This design comes from an exercise in tuning for small area on the open sky130 flow, not from production work. Where RTL was checked, it was by simulation tests only, not by an equivalence proof against the original. No activity file was given, so power comes from the tool's default toggle rates.

==> flow/design.v (excerpt) <==
module pe_dot_accum_4xpack #(
    parameter int DOT_SIZE          = 8,
    parameter int MULT_OUTPUT_WIDTH = 9,
    parameter int MULT_LATENCY      = 3,
    parameter int ACCUM_WIDTH       = 12
) (
    input  logic                                                   clock,
    input  logic                                                   reset,
    input  logic                                                   i_valid,
    input  logic                                                   i_first,
    input  logic                                                   i_last,
    input  logic [1:0][1:0][DOT_SIZE-1:0][MULT_OUTPUT_WIDTH-1:0] i_mult_output,
    input  logic                                                   i_ready,
    output logic                                                   o_valid,
    output logic [1:0][1:0][ACCUM_WIDTH-1:0]                       o_result,
    output logic                                                   o_overflow
);
    logic [3:0] r_v, r_f, r_l;
    logic       r_ld, r_empty;
    always_ff @(posedge clock) begin
        r_f <= {r_f[2:0], i_first};
        r_l <= {r_l[2:0], i_last};
        if (reset) begin
            r_v  <= '0;
            r_ld <= 1'b0;
        end else begin
  ...
Size in the first run: roughly 1200 cells after synthesis, about 190 flip-flops, ~340 I/O pins, roughly 16000 sq um of cells after synthesis.
export LEC_CHECK = 0
export CAP_MARGIN = 20
export CORE_MARGIN = 2
export CORE_UTILIZATION = 40
export SLEW_MARGIN = 20
export SYNTH_HIERARCHICAL = 1
export SYNTH_MINIMUM_KEEP_SIZE = 0
create_clock -name core_clock -period 4.5 [get_ports {clock}]
standard.sh (not shown) runs the stock make flow with config.mk's settings and CLKGATE_MAP_FILE= SYNTH_SCRIPT=/design/flow/synth_recipe.tcl, a recipe that flattens the netlist after the stock synthesis.
==> flow/flow/run.sh <==
#!/bin/bash
# Standard layout with our own port buffers (flow/pre_gpl.tcl) and a leaner clock tree.
set -euo pipefail
bash standard.sh DONT_BUFFER_PORTS=1 \
  PRE_GLOBAL_PLACE_TCL="$PWD/flow/pre_gpl.tcl" POST_GLOBAL_PLACE_TCL="$PWD/flow/post_gpl.tcl" \
  CTS_ARGS="-sink_clustering_enable -repair_clock_nets -root_buf sky130_fd_sc_hd__clkbuf_8 -sink_clustering_buffer sky130_fd_sc_hd__clkbuf_4 -buf_list \"sky130_fd_sc_hd__clkbuf_4 sky130_fd_sc_hd__clkbuf_8\" -sink_clustering_size 8 -sink_clustering_max_diameter 40 -dont_use_dummy_load" \
  finish > standard_flow.log 2>&1
==> flow/flow/post_gpl.tcl <==
unset_dont_touch [get_cells {input* output*}]
==> flow/flow/pre_gpl.tcl <==
# Port buffers before global placement: the smallest buffer, or a stronger one on inputs
# that fan out widely. They are marked dont_touch so that the timing-driven placement's
# remove_buffers keeps them, and released again after global placement (post_gpl.tcl).
remove_buffers
buffer_ports -inputs -outputs -buffer_cell sky130_fd_sc_hd__buf_1
foreach inst [get_cells input*] {
  set out [get_pins -of_objects $inst -filter "direction == output"]
  set loads [get_pins -of_objects [get_nets -of_objects $out] -filter "direction == input"]
  if {[llength $loads] >= 6} {
    replace_cell $inst sky130_fd_sc_hd__buf_4
  }
}
set_dont_touch [get_cells {input* output*}]
The first run died in clock tree synthesis.
Then changed:
==> flow/flow/run.sh (replaced) <==
#!/bin/bash
# Standard layout with our own port buffers (flow/pre_gpl.tcl) and a leaner clock tree.
set -euo pipefail
bash standard.sh DONT_BUFFER_PORTS=1 \
  PRE_GLOBAL_PLACE_TCL="$PWD/flow/pre_gpl.tcl" POST_GLOBAL_PLACE_TCL="$PWD/flow/post_gpl.tcl" \
  CTS_ARGS="-sink_clustering_enable -repair_clock_nets -root_buf sky130_fd_sc_hd__clkbuf_8 -sink_clustering_buffer sky130_fd_sc_hd__clkbuf_4 -buf_list {sky130_fd_sc_hd__clkbuf_4 sky130_fd_sc_hd__clkbuf_8} -sink_clustering_size 8 -sink_clustering_max_diameter 40 -dont_use_dummy_load" \
  finish > standard_flow.log 2>&1
Effect: The new run finished clean. Synthesized area does not change. Synthesized cell count stays the same.
Then changed:
==> flow/flow/run.sh (replaced) <==
#!/bin/bash
# Standard layout with our own port buffers (flow/pre_gpl.tcl) and a leaner clock tree.
set -euo pipefail
bash standard.sh DONT_BUFFER_PORTS=1 \
  PRE_GLOBAL_PLACE_TCL="$PWD/flow/pre_gpl.tcl" POST_GLOBAL_PLACE_TCL="$PWD/flow/post_gpl.tcl" \
  CTS_ARGS="-sink_clustering_enable -repair_clock_nets -root_buf sky130_fd_sc_hd__clkbuf_16 -sink_clustering_buffer sky130_fd_sc_hd__clkbuf_8 -buf_list sky130_fd_sc_hd__clkbuf_8 -dont_use_dummy_load" \
  finish > standard_flow.log 2>&1
After rerunning: The changed run finished clean. Core utilization hardly moves. Count of clock-buffer cells in the layout does not change. Total power stays flat. Setup slack barely changes. Via count hardly moves. Design area stays flat. Worst hold slack stays flat.

========
pe_dot_accum_4xpack, a different RTL version from the one above (not shown whole).
For scale: roughly 1300 cells after synthesis, ~340 I/O pins, ~17000 um^2 of cells after synthesis.
clock: 4.5 ns
lec_check: 0
cap_margin: 20
core_margin: 2
core_utilization: 40
slew_margin: 20
synth_hierarchical: 1
synth_minimum_keep_size: 0
==> flow/flow/run.sh <==
#!/bin/bash
# Standard layout, with the smallest buffer as the port buffer.
set -euo pipefail
bash standard.sh BUFFER_PORTS_ARGS="-buffer_cell sky130_fd_sc_hd__buf_1" finish > standard_flow.log 2>&1
The baseline produced a clean layout.
Edit:
CORE_UTILIZATION = 65   (was 40)
After rerunning: Cell area came out lower by 1.4%. Synthesized cell count does not change. Maximum frequency came out lower by 0.66%. Routed wire length came out lower by 4.7%. Clock skew is about the same. Sequential power is about the same. Setup slack got worse by 0.025 ns. Power came out higher by 1.4%. Non-clock buffer count came out lower by 5.
Edit:
CORE_UTILIZATION = 40   (was 65)
CTS_BUF_LIST = sky130_fd_sc_hd__clkbuf_8   (was unset)
Setup slack gains 0.074 ns.
Total power shrinks by 5.0%.
Fmax went up by 2.0%.
No functional check of the RTL was part of any run of this note.

========
Another version of the RTL of pe_dot_accum_4xpack (not shown whole).
Size in the first run: about 210 flip-flops, ~340 I/O pins, ~18000 µm² of cells after synthesis.
clock: 4.5 ns
lec_check: 0
cap_margin: 20
core_margin: 2
core_utilization: 40
slew_margin: 20
synth_hierarchical: 1
synth_minimum_keep_size: 0
Scripts as last shown in full above: flow/flow/run.sh
==> next run, changes <==
==> flow/run.sh (new file) <==
#!/bin/bash
# synth_recipe.tcl (not shown) runs the flow's synth.tcl, then flattens the netlist and writes it again
# the make line also repeats each setting of config.mk as NAME=value (left out here)
make -C /OpenROAD-flow-scripts/flow DESIGN_CONFIG=/design/flow/config.mk WORK_HOME=/design/flow/orfs CLKGATE_MAP_FILE= SYNTH_SCRIPT=/design/flow/synth_recipe.tcl finish
removed: flow/flow/run.sh
removed: flow/standard.sh
Sequential power hardly moves.
Setup slack degrades by 0.15 ns.
Maximum frequency went down by 3.9%.
Via count hardly moves.

========
== build 14 ==
Another version of the RTL of pe_dot_accum_4xpack (not shown whole).
Size in the first run: roughly 1200 cells after synthesis, about 190 flip-flops.
## pe_dot_accum_4xpack
module pe_dot_accum_4xpack #(
    parameter int DOT_SIZE          = 8,
    parameter int MULT_OUTPUT_WIDTH = 9,
    parameter int MULT_LATENCY      = 3,
    parameter int ACCUM_WIDTH       = 12
) (
    input  logic                                                   clock,
    input  logic                                                   reset,
    input  logic                                                   i_valid,
    input  logic                                                   i_first,
    input  logic                                                   i_last,
    input  logic [1:0][1:0][DOT_SIZE-1:0][MULT_OUTPUT_WIDTH-1:0] i_mult_output,
    input  logic                                                   i_ready,
    output logic                                                   o_valid,
    output logic [1:0][1:0][ACCUM_WIDTH-1:0]                       o_result,
  ...
==> flow/config.mk <==
export PLATFORM = sky130hd
export DESIGN_NAME = pe_dot_accum_4xpack
export DESIGN_NICKNAME = pe_dot_accum_4xpack
export VERILOG_FILES = /design/flow/design.v
export SDC_FILE = /design/flow/constraint.sdc
export NUM_CORES = 4
export LEC_CHECK = 0
export CAP_MARGIN = 20
export CORE_MARGIN = 2
export CORE_UTILIZATION = 40
export CTS_BUF_LIST = sky130_fd_sc_hd__clkbuf_8 sky130_fd_sc_hd__clkbuf_16
export SLEW_MARGIN = 20
export SYNTH_HIERARCHICAL = 1
export SYNTH_MINIMUM_KEEP_SIZE = 0
==> flow/constraint.sdc <==
create_clock -name core_clock -period 4.5 [get_ports {clock}]
set_input_delay 0.9000 -clock core_clock [delete_from_list [all_inputs] [get_ports {clock}]]
set_output_delay 0.9000 -clock core_clock [all_outputs]
set_load 0.01 [all_outputs]
==> flow/flow/run.sh <==
#!/bin/bash
# Standard layout, with the smallest buffer as the port buffer.
set -euo pipefail
bash standard.sh BUFFER_PORTS_ARGS="-buffer_cell sky130_fd_sc_hd__buf_1" finish > standard_flow.log 2>&1
Build 14 finished end to end and its layout was clean on timing, DRC and antenna.
Edits applied to the flow inputs when going from build 14 to build 8:
- CTS_BUF_LIST: sky130_fd_sc_hd__clkbuf_8 sky130_fd_sc_hd__clkbuf_16 -> unset
==> flow/flow/run.sh <==
#!/bin/bash
# Standard layout with our own port buffers (flow/pre_gpl.tcl) and a leaner clock tree.
set -euo pipefail
bash standard.sh DONT_BUFFER_PORTS=1 \
  PRE_GLOBAL_PLACE_TCL="$PWD/flow/pre_gpl.tcl" POST_GLOBAL_PLACE_TCL="$PWD/flow/post_gpl.tcl" \
  CTS_ARGS="-sink_clustering_enable -repair_clock_nets -root_buf sky130_fd_sc_hd__clkbuf_16 -sink_clustering_buffer sky130_fd_sc_hd__clkbuf_8 -buf_list sky130_fd_sc_hd__clkbuf_8 -dont_use_dummy_load" \
  finish > standard_flow.log 2>&1
==> flow/flow/post_gpl.tcl (new file) <==
unset_dont_touch [get_cells {input* output*}]
==> flow/flow/pre_gpl.tcl (new file) <==
# Port buffers before global placement: the smallest buffer, or a stronger one on inputs
# that fan out widely. They are marked dont_touch so that the timing-driven placement's
# remove_buffers keeps them, and released again after global placement (post_gpl.tcl).
remove_buffers
buffer_ports -inputs -outputs -buffer_cell sky130_fd_sc_hd__buf_1
foreach inst [get_cells input*] {
  set out [get_pins -of_objects $inst -filter "direction == output"]
  set loads [get_pins -of_objects [get_nets -of_objects $out] -filter "direction == input"]
  if {[llength $loads] >= 6} {
    replace_cell $inst sky130_fd_sc_hd__buf_4
  }
}
set_dont_touch [get_cells {input* output*}]
### Flow results
Combinational power on build 8 is down relative to build 14.
Build 8 does better than build 14 on maximum vdd drop.
Between build 14 and build 8, clock share of power decreased.
Compared with build 14, in build 8 share of the core filled with cells in the final layout moved down, part of the cycle the worst path needs moved down, global-route usage moved down, power share of the combinational group moved up.
[inputs] build 55 vs build 8
==> flow/flow/run.sh <==
#!/bin/bash
# Standard layout, with our own port buffers (see pre_gpl.tcl) and a leaner clock tree.
set -euo pipefail
bash standard.sh DONT_BUFFER_PORTS=1 PRE_GLOBAL_PLACE_TCL="$PWD/flow/pre_gpl.tcl" \
  CTS_ARGS="-sink_clustering_enable -repair_clock_nets -root_buf sky130_fd_sc_hd__clkbuf_16 -sink_clustering_buffer sky130_fd_sc_hd__clkbuf_8 -buf_list sky130_fd_sc_hd__clkbuf_8 -dont_use_dummy_load" \
  finish > standard_flow.log 2>&1
==> flow/flow/pre_gpl.tcl <==
# Port buffers: the smallest buffer, or a stronger one on inputs that fan out widely.
buffer_ports -inputs -outputs -buffer_cell sky130_fd_sc_hd__buf_1
foreach inst [get_cells input*] {
  set out [get_pins -of_objects $inst -filter "direction == output"]
  set loads [get_pins -of_objects [get_nets -of_objects $out] -filter "direction == input"]
  if {[llength $loads] >= 6} {
    replace_cell $inst sky130_fd_sc_hd__buf_4
  }
}
removed: flow/flow/post_gpl.tcl
Results
Minimum setup slack in the final design for build 55 is higher than for build 8.
Compared to build 8, build 55 reaches a higher achievable clock.
Via count: build 55 vs build 8 down about 14%
Build 55 vs build 8, most common cell after layout, fill and taps aside: sky130_fd_sc_hd__fa_1 vs sky130_fd_sc_hd__buf_1
The inputs of build 67 differ from those of build 55 as listed below.
- GPL_TIMING_DRIVEN: unset -> 0
==> flow/flow/run.sh <==
#!/bin/bash
# Standard layout, with the smallest buffer as the port buffer.
set -euo pipefail
bash standard.sh BUFFER_PORTS_ARGS="-buffer_cell sky130_fd_sc_hd__buf_1" finish > standard_flow.log 2>&1
removed: flow/flow/pre_gpl.tcl
### Flow results
- Side by side, total power turned out higher in build 67 than in build 55.
- As far as post-synthesis instance total goes, build 67 and build 55 are indistinguishable; the numbers are identical.
- Summary — switching share of power, build 67 relative to build 55: lower, by 4.9 points.
- Synthesis-to-layout area growth up 18 points in build 67 wrt build 55
- Power spent charging and discharging nets (build 67 over build 55): increase, 0.00084 W

re-timing with driven ports:
How much do the figures lean on ideal ports? The routed layouts below were timed once more, with nothing changed but the port constraints.
Step 1: set_driving_cell puts a clkbuf_16 on clock and a buf_2 on each other input, an assumption about the parent block.
Step 2 also shifts input and output timing later by t, the mid clock arrival at the registers, as if the neighbouring blocks saw the same clock.
Slacks: no drivers / after step 1 / after step 2; pairs: no drivers / after step 1.
run	t, ns	setup WS [ns]	worst hold slack (ns)	worst setup path at the end	slew at the worst register clock pin (ns)
the second run of note 1	0.514	0.360 / 0.360 / 0.125	0.325 / 0.325 / 0.325	input to register	0.11 / 0.11
the third run of note 1	0.439	0.358 / 0.358 / 0.125	0.324 / 0.324 / 0.324	input to register	0.10 / 0.10
the first run of note 2	0.489	0.717 / 0.739 / 0.250	0.323 / 0.323 / 0.323	input to register	0.07 / 0.07
the second run of note 2	0.475	0.692 / 0.711 / 0.236	0.333 / 0.333 / 0.333	input to register	0.08 / 0.08
the third run of note 2	0.526	0.766 / 0.783 / 0.258	0.326 / 0.326 / 0.326	input to register	0.10 / 0.10
the first run of note 3	0.558	0.811 / 0.836 / 0.278	0.323 / 0.323 / 0.323	input to register	0.06 / 0.06
the second run of note 3	0.565	0.662 / 0.689 / 0.124	0.329 / 0.329 / 0.329	input to register	0.06 / 0.06
build 14	0.488	0.358 / 0.382 / -0.106	0.323 / 0.323 / 0.323	input to register	0.07 / 0.07
build 8	0.431	0.546 / 0.573 / 0.142	0.314 / 0.314 / 0.314	input to register	0.10 / 0.10
build 55	0.428	0.723 / 0.537 / 0.109	0.314 / 0.314 / 0.314	input to register	0.11 / 0.11
build 67	0.474	0.326 / 0.341 / -0.132	0.329 / 0.329 / 0.329	input to register	0.08 / 0.08
Met with ideal ports but missed after step 2: setup timing in build 14 and build 67. For build 55, which loses most, drivers alone change the setup slack by -0.186 ns; drivers and shift together by -0.614 ns.
